From an optimization exercise on the open Yosys and OpenROAD flow, aimed at small area, a short achievable clock period and few clock cycles per item; shortcuts taken in it are not production practice. The RTL was checked by simulation tests, not by an equivalence proof against the original design.

## flow/run.sh

```bash
#!/bin/bash
# synth_recipe.tcl (not shown) runs the flow's synth.tcl, then flattens the netlist and writes it again
# the make line also repeats each setting of config.mk as NAME=value (left out here)
make -C /OpenROAD-flow-scripts/flow DESIGN_CONFIG=/design/flow/config.mk WORK_HOME=/design/flow/orfs CLKGATE_MAP_FILE= SYNTH_SCRIPT=/design/flow/synth_recipe.tcl finish
```

## flow/design.v

```verilog
`default_nettype none
package wast_pkg;
	localparam int ANGLE_W = 16;
	localparam int TIME_W  = 16;
	localparam int SLEW_W  = 20;
	localparam int GAIN_W  = 16;
	localparam int CMD_W   = 2;
	localparam int CFG_IDX_W = 1;
	localparam int CFG_DATA_W = 32;
	localparam logic [ANGLE_W-1:0] FULL_TURN = 16'd46080;
	localparam logic [ANGLE_W-1:0] HALF_TURN = 16'd23040;
	localparam logic [ANGLE_W-1:0] MIN_STEP  = 16'd13;
	localparam logic [SLEW_W-1:0] RESET_SLEW = 20'd89600;
	localparam logic [GAIN_W-1:0] RESET_GAIN = 16'd1920;
	localparam logic [CFG_IDX_W-1:0] REG_MAX_SLEW = 1'd0;
	localparam logic [CFG_IDX_W-1:0] REG_GAIN     = 1'd1;
	localparam logic [CMD_W-1:0] CMD_TICK       = 2'd0;
	localparam logic [CMD_W-1:0] CMD_SET_TARGET = 2'd1;
	localparam logic [CMD_W-1:0] CMD_SET_CUR    = 2'd2;
	localparam logic [CMD_W-1:0] CMD_SNAP       = 2'd3;
endpackage
`default_nettype wire
`default_nettype none
module wrapped_angle_slew_tracker
(
	input  wire logic                  clk,
	input  wire logic                  arst_n,
	input  wire logic                  cfg_valid,
	output      logic                  cfg_ready,
	input  wire logic [wast_pkg::CFG_IDX_W-1:0]  cfg_index,
	input  wire logic [wast_pkg::CFG_DATA_W-1:0] cfg_data,
	input  wire logic                  in_valid,
	output      logic                  in_ready,
	input  wire logic [wast_pkg::CMD_W-1:0]      cmd,
	input  wire logic [wast_pkg::ANGLE_W-1:0]    angle_in,
	input  wire logic [wast_pkg::TIME_W-1:0]     elapsed_time,
	output      logic                  out_valid,
	input  wire logic                  out_ready,
	output      logic [wast_pkg::ANGLE_W-1:0]    current_angle,
	output      logic [wast_pkg::ANGLE_W-1:0]    target_angle
);
	localparam logic [2:0] ST_IDLE = 3'd0;
	localparam logic [2:0] ST_MUL1 = 3'd1;
	localparam logic [2:0] ST_MUL2 = 3'd2;
	localparam logic [2:0] ST_MUL3 = 3'd3;
	localparam logic [2:0] ST_UPD  = 3'd4;
	localparam logic [2:0] ST_WR   = 3'd5;
	localparam int MUL_A_W = 32;
	localparam int PROD_W  = MUL_A_W + wast_pkg::TIME_W;
	localparam int STEP_W  = 24;
	logic [2:0]         state_q;
	logic [wast_pkg::SLEW_W-1:0]  slew_q;
	logic [wast_pkg::GAIN_W-1:0]  gain_q;
	logic [wast_pkg::ANGLE_W-1:0] cur_q;
	logic [wast_pkg::ANGLE_W-1:0] goal_q;
	logic [wast_pkg::TIME_W-1:0]  dt_q;
	logic [wast_pkg::ANGLE_W-1:0] dmag_q;
	logic               dneg_q;
	logic [PROD_W-1:0]  prod_q;
	logic [STEP_W-1:0]  step_q;
	logic [wast_pkg::SLEW_W-1:0]  lim_q;
	logic               out_valid_q;
	logic               in_fire;
	logic               out_free;
	logic [wast_pkg::ANGLE_W-1:0] angle_wr;
	logic signed [17:0] diff_raw;
	logic signed [17:0] diff_w;
	logic [wast_pkg::ANGLE_W-1:0] dmag;
	logic [MUL_A_W-1:0] mul_a;
	logic [wast_pkg::TIME_W-1:0]  mul_b;
	logic [PROD_W-1:0]  mul_p;
	logic [STEP_W-1:0]  step_mag;
	logic               step_neg;
	logic [STEP_W-1:0]  lim_x;
	logic [STEP_W-1:0]  step_c;
	logic signed [17:0] cur_sum;
	logic signed [17:0] cur_wrap;
	logic [wast_pkg::ANGLE_W-1:0] cur_next;
	assign cfg_ready = 1'b1;
	assign in_ready  = (state_q == ST_IDLE);
	assign in_fire   = in_valid && in_ready;
	assign out_valid = out_valid_q;
	assign out_free  = !out_valid_q || out_ready;
	assign angle_wr = (angle_in >= wast_pkg::FULL_TURN) ? angle_in - wast_pkg::FULL_TURN : angle_in;
	always_comb begin
		diff_raw = $signed({2'b00, goal_q}) - $signed({2'b00, cur_q});
		if (diff_raw > $signed({2'b00, wast_pkg::HALF_TURN}))
			diff_w = diff_raw - $signed({2'b00, wast_pkg::FULL_TURN});
		else if (diff_raw < -$signed({2'b00, wast_pkg::HALF_TURN}))
			diff_w = diff_raw + $signed({2'b00, wast_pkg::FULL_TURN});
		else
			diff_w = diff_raw;
		dmag = diff_w[17] ? wast_pkg::ANGLE_W'(-diff_w) : diff_w[wast_pkg::ANGLE_W-1:0];
	end
	always_comb begin
		case (state_q)
			ST_MUL1: begin
				mul_a = MUL_A_W'(dmag);
				mul_b = gain_q;
			end
			ST_MUL2: begin
				mul_a = prod_q[MUL_A_W-1:0];
				mul_b = dt_q;
			end
			ST_MUL3: begin
				mul_a = MUL_A_W'(slew_q);
				mul_b = dt_q;
			end
			default: begin
				mul_a = '0;
				mul_b = '0;
			end
		endcase
		mul_p = mul_a * mul_b;
	end
	assign step_mag = prod_q[PROD_W-1:24] + STEP_W'(dneg_q && (prod_q[23:0] != '0));
	always_comb begin
		step_neg = dneg_q && (step_q != '0);
		lim_x    = STEP_W'(lim_q);
		if (step_neg) begin
			if (step_q > lim_x)
				step_c = lim_x;
			else if (step_q < STEP_W'(wast_pkg::MIN_STEP))
				step_c = STEP_W'(wast_pkg::MIN_STEP);
			else
				step_c = step_q;
		end else begin
			if (step_q < STEP_W'(wast_pkg::MIN_STEP))
				step_c = STEP_W'(wast_pkg::MIN_STEP);
			else if (step_q > lim_x)
				step_c = lim_x;
			else
				step_c = step_q;
		end
	end
	always_comb begin
		if (step_neg)
			cur_sum = $signed({2'b00, cur_q}) - $signed({2'b00, step_c[wast_pkg::ANGLE_W-1:0]});
		else
			cur_sum = $signed({2'b00, cur_q}) + $signed({2'b00, step_c[wast_pkg::ANGLE_W-1:0]});
		if (cur_sum >= $signed({2'b00, wast_pkg::FULL_TURN}))
			cur_wrap = cur_sum - $signed({2'b00, wast_pkg::FULL_TURN});
		else if (cur_sum < 18'sd0)
			cur_wrap = cur_sum + $signed({2'b00, wast_pkg::FULL_TURN});
		else
			cur_wrap = cur_sum;
		if (step_c <= STEP_W'(dmag_q))
			cur_next = cur_wrap[wast_pkg::ANGLE_W-1:0];
		else
			cur_next = goal_q;
	end
	always_ff @(posedge clk or negedge arst_n) begin
		if (!arst_n) begin
			slew_q <= wast_pkg::RESET_SLEW;
			gain_q <= wast_pkg::RESET_GAIN;
		end else if (cfg_valid && cfg_ready) begin
			case (cfg_index)
				wast_pkg::REG_MAX_SLEW: slew_q <= cfg_data[wast_pkg::SLEW_W-1:0];
				wast_pkg::REG_GAIN:     gain_q <= cfg_data[wast_pkg::GAIN_W-1:0];
				default: ;
			endcase
		end
	end
	always_ff @(posedge clk or negedge arst_n) begin
		if (!arst_n) begin
			state_q     <= ST_IDLE;
			cur_q       <= '0;
			goal_q      <= '0;
			out_valid_q <= 1'b0;
		end else begin
			case (state_q)
				ST_IDLE: begin
					if (in_fire) begin
						case (cmd)
							wast_pkg::CMD_TICK:       state_q <= ST_MUL1;
							wast_pkg::CMD_SET_TARGET: begin
								goal_q  <= angle_wr;
								state_q <= ST_WR;
							end
							wast_pkg::CMD_SET_CUR: begin
								cur_q   <= angle_wr;
								state_q <= ST_WR;
							end
							default: begin
								cur_q   <= goal_q;
								state_q <= ST_WR;
							end
						endcase
					end
				end
				ST_MUL1: state_q <= ST_MUL2;
				ST_MUL2: state_q <= ST_MUL3;
				ST_MUL3: state_q <= ST_UPD;
				ST_UPD: begin
					cur_q   <= cur_next;
					state_q <= ST_WR;
				end
				ST_WR: begin
					if (out_free)
						state_q <= ST_IDLE;
				end
				default: state_q <= ST_IDLE;
			endcase
			if (state_q == ST_WR && out_free)
				out_valid_q <= 1'b1;
			else if (out_ready)
				out_valid_q <= 1'b0;
		end
	end
	always_ff @(posedge clk) begin
		if (in_fire)
			dt_q <= elapsed_time;
		case (state_q)
			ST_MUL1: begin
				dmag_q <= dmag;
				dneg_q <= diff_w[17];
				prod_q <= mul_p;
			end
			ST_MUL2: prod_q <= mul_p;
			ST_MUL3: begin
				step_q <= step_mag;
				lim_q  <= mul_p[wast_pkg::SLEW_W+15:16];
			end
			default: ;
		endcase
		if (state_q == ST_WR && out_free) begin
			current_angle <= cur_q;
			target_angle  <= goal_q;
		end
	end
endmodule
`default_nettype wire
```

## flow/config.mk

```make
export PLATFORM = sky130hd
export DESIGN_NAME = wrapped_angle_slew_tracker
export DESIGN_NICKNAME = wrapped_angle_slew_tracker
export VERILOG_FILES = /design/flow/design.v
export SDC_FILE = /design/flow/constraint.sdc
export NUM_CORES = 4
export LEC_CHECK = 0
export CAP_MARGIN = 20
export CORE_MARGIN = 2
export CORE_UTILIZATION = 40
export SLEW_MARGIN = 20
```

## flow/constraint.sdc

```tcl
create_clock -name core_clock -period 11.0 [get_ports {clk}]
set_input_delay 2.2000 -clock core_clock [delete_from_list [all_inputs] [get_ports {clk}]]
set_output_delay 2.2000 -clock core_clock [all_outputs]
set_load 0.01 [all_outputs]
```

==> metrics list <==
- The tightest min-delay check is of the reg2reg type.
- Number of nets with antenna violations after routing: 0
* Post-synthesis async set-or-reset flop share: 31.4%
- Die Y-Extent: 278 µm
- Number of H-tree levels: 1
- Once the floorplan was initialized, standard cells occupied 40.4% of the core.
- For the final routed database, the setup TNS stands at 0 ns.
* Clock tree sinks: 229
- The net count of the finished layout is 4,104.
* Instance area at placement: 32,800 µm²
* Final instance area: 33,900 µm²
* Reg clk slew, reported paths: 0.06 ns
- The count of cells in the finished layout, fillers not included, comes to 4,390.
* Synthesis-stage register bit count: 229
* Violation count after the first detailed-routing iteration: 1,995
* Wire per inst: 21.0 µm
* Hold Buf Count CTS: 0
- The first global-routing pass estimated 142,000 µm of wire.
* Least setup slack across all paths after layout: 0.325 ns
* Number of max-capacitance violations reported: 0
- Setup violations remaining at the end of the flow were counted as 0.
* Total wire length after detailed routing: 92,300 µm
* Number of global-route vias before repair: 24.2k
* Tightest Pin Transition: 1.23 ns
- The count of final max-slew check failures is 0.
* GRT Overall Usage: 24.1%
* Instance count of the mapped netlist: 3,259
- The critical path is of the reg2reg type.
- Top cells by count, synth: inv_1, nand2_1, fa_1
* Cells taking the most area after synthesis: fa_1, edfxtp_1, ha_1, inv_1, nand2_1
* Total standard cell area after synthesis: 30,100 µm²
- Worst Setup End Kind: flop
* Via count: 24.0k
* Post-synth EDFFs: 157
- Run status: complete, no violations
* Die area: 77,400 µm²
- Final Core Density: 45.6%
- Setup clock skew after layout: 0.0174 ns
* Pin count of the biggest net entering global routing: 73
- The tree is rooted in a clkbuf_16.
- WP data arrival: 11.05 ns
- Largest fanout of any net on the critical path: 8
* Cells after DPL: 4,329
- Total congestion overflow after global routing: 0
- The cell that appears most often on the critical path is fa_1.
* Worst-case headroom to the max-slew limit: 18.2%
- Setup slack after placement: -0.0395 ns
* Endpoint required time on the critical path: 11.37 ns
- Seq/Total Area, Yosys: 21.7%
- The synthesized design devotes to its leading area cell type 28.0% of total area.
* Crit path launch type: flop
* Pre-antenna DRT Iters: 8
* Depth of the worst register-to-register path: 41
- In this run the deepest clock path goes through 3 buffers.
- Worst r2r src: goal_q[0]
* Area overhead of the layout relative to synthesis: 12.9%
- Met3 WL post-DR: 8440 µm
- Wire segments on met2 add up to 41,100 µm in the final route.
* I/O Buffers: 93
- The smallest clock period supported by the final layout is computed as 10.68 ns.
- For this run, the number of Yosys warnings is 1.
- The floorplan has 100 rows.
* Worst reg-to-reg setup slack: 0.32 ns
* Final hold slack: 0.508 ns
- Final period util: 97.0%
* Met1 Routed Length: 38,700 µm
- Mean instance size in the synthesized netlist: 9.23 µm²
- Signal routing reaches up to met5.
* Core region area: 74,400 µm²
- WHS Endpoint: slew_q[4]
- F_max: 0.0937 GHz
- TritonCTS built the clock tree.
- TritonCTS buffer count: 29
- The clock reaches the later pin of the worst-skew pair after 0.59 ns.
- In the routed design, unresolved DRC markers number 0.
- Final hold violations: 0
- Most used flip-flop cell after synthesis: edfxtp_1
- Synthesis instantiated 96 different standard cells from the library.
* HP Start: slew_q[4]
- Pin placement for this block handled 107 I/O pins.
- Antenna violations before repair: 4
* Share of layout cells above drive strength 1: 9.10%
- Placer's final routability congestion estimate: 0.971
* Mean number of vias per cell: 5.48
* Sum of net half-perimeters after detailed placement: 74,300 µm
- Among all cell types in the netlist, the one instantiated most often is inv_1.
- Among all stages on the critical path, the largest delay is contributed by fa_1.
- The largest single stage delay on the critical path is 0.54 ns.
* Worst hold path cell count: 1
- Summed over all instances, the cell type with the most area after synthesis is fa_1.
- Capture instance of the worst register-to-register path: prod_q[42]
- Setup repair after global routing missed its margin: true
* Post-Synthesis Net Count: 3,967
- In this run the horizontal extent of the chip is 278 µm.
[worst max-delay path by stage]
stage	startpoint	endpoint	slack, ns
final	goal_q[0]	prod_q[42]	0.32
after floorplan	cur_q[1]	prod_q[47]	1.22
after detailed placement	goal_q[0]	prod_q[47]	-0.04
after global placement	goal_q[0]	prod_q[47]	0.02
after CTS	goal_q[0]	prod_q[47]	0.003
after global routing	goal_q[0]	prod_q[42]	-0.05
[repair_timing]
item                                    in CTS  in global routing
gates resized for setup                      1                 26
endpoints found under the setup margin       2                 18
buffers inserted                             0                  4
pin swaps                                    0                  7
[per-layer routing]
metal  vias up  global-route usage (%)
met3       192                    5.15
li1      10900                       -
met1     11900                    32.5
met2       995                    38.0
met4         6                    9.24
met5         -                       0
[area by class of cell]
type                            instances  area [µm²]
Antenna cell                            3        7.51
Clock buffer                           38         759
Clock inverter                         15         173
Fill cell                            7196       40500
Inverter                              571        2150
Multi-Input combinational cell       2330       21100
Sequential cell                       229        6530
Tap cell                              969        1210
Timing Repair Buffer                  235        2040
[cells in the final DEF (no fill, tap or decap), types with 28 or more instances in the layout]
cell type          n
o21ai_0          101
fa_1             421
xnor2_1           76
a31oi_1           29
nor3_1            33
nand3_1           40
buf_4            139
clkdlybuf4s50_1   92
and3_1            35
nor2_1           207
a21oi_1          123
dfrtp_1           62
a21o_1            46
inv_1            568
nand2_1          476
clkbuf_16         29
ha_1             215
xor2_1            28
edfxtp_1         157
mux2_2            55
and2_1            45
[registers in the layout, summed over array words and instances, names as in the netlist, 20 cells and up]
register,count
lim_q,20
slew_q,20
step_q,24
prod_q,48
[kinds of logic after synthesis]
| group | after synthesis | share of synthesized area (%) |
|---|---|---|
| compound gates | 545 | 12.3 |
| xor+xnor | 109 | 3.22 |
| fa+ha+maj | 636 | 37.0 |
| buf+inv | 700 | 8.86 |
| flops | 229 | 21.7 |
| mux | 70 | 2.56 |
| other cells | 2 | 0.0250 |
| simple gates | 968 | 14.3 |
[critical path, delay by kind of cell, from the launching register on]
kind	cells	cell delay, ns
flops	1	0.41
fa+ha+maj	9	3.90
buf+inv	9	1.00
mux	2	0.27
compound gates	15	3.54
simple gates	6	1.31
Testbench counts, summed over its fixed seeds: cycles 12,552, items 2,400.

-- afterwards: timing with drivers on the ports --
The results above use ideal ports. As a check the final layout listed here was re-extracted and re-timed, cells and wires unchanged.
Step 1 assumes that a clkbuf_16 drives the clock port and a buf_2 every other input.
Step 2 times the ports against the registers' clock, not the clock port: input delays grow and output delays shrink by t, the midpoint of the rising clock arrivals with the driver on.
a / b / c = ideal / step 1 / step 2; a / b = the first two.
shift t [ns]: 0.641
slack for setup (ns): 0.325 / 0.325 / 0.325
hold WS [ns]: 0.508 / 0.508 / 0.508
slew at the worst register clock pin (ns): 0.07 / 0.07
After both steps this run still meets setup and hold. The setup slack of this run moves by 0.000 ns with the drivers and by 0.000 ns with both steps.
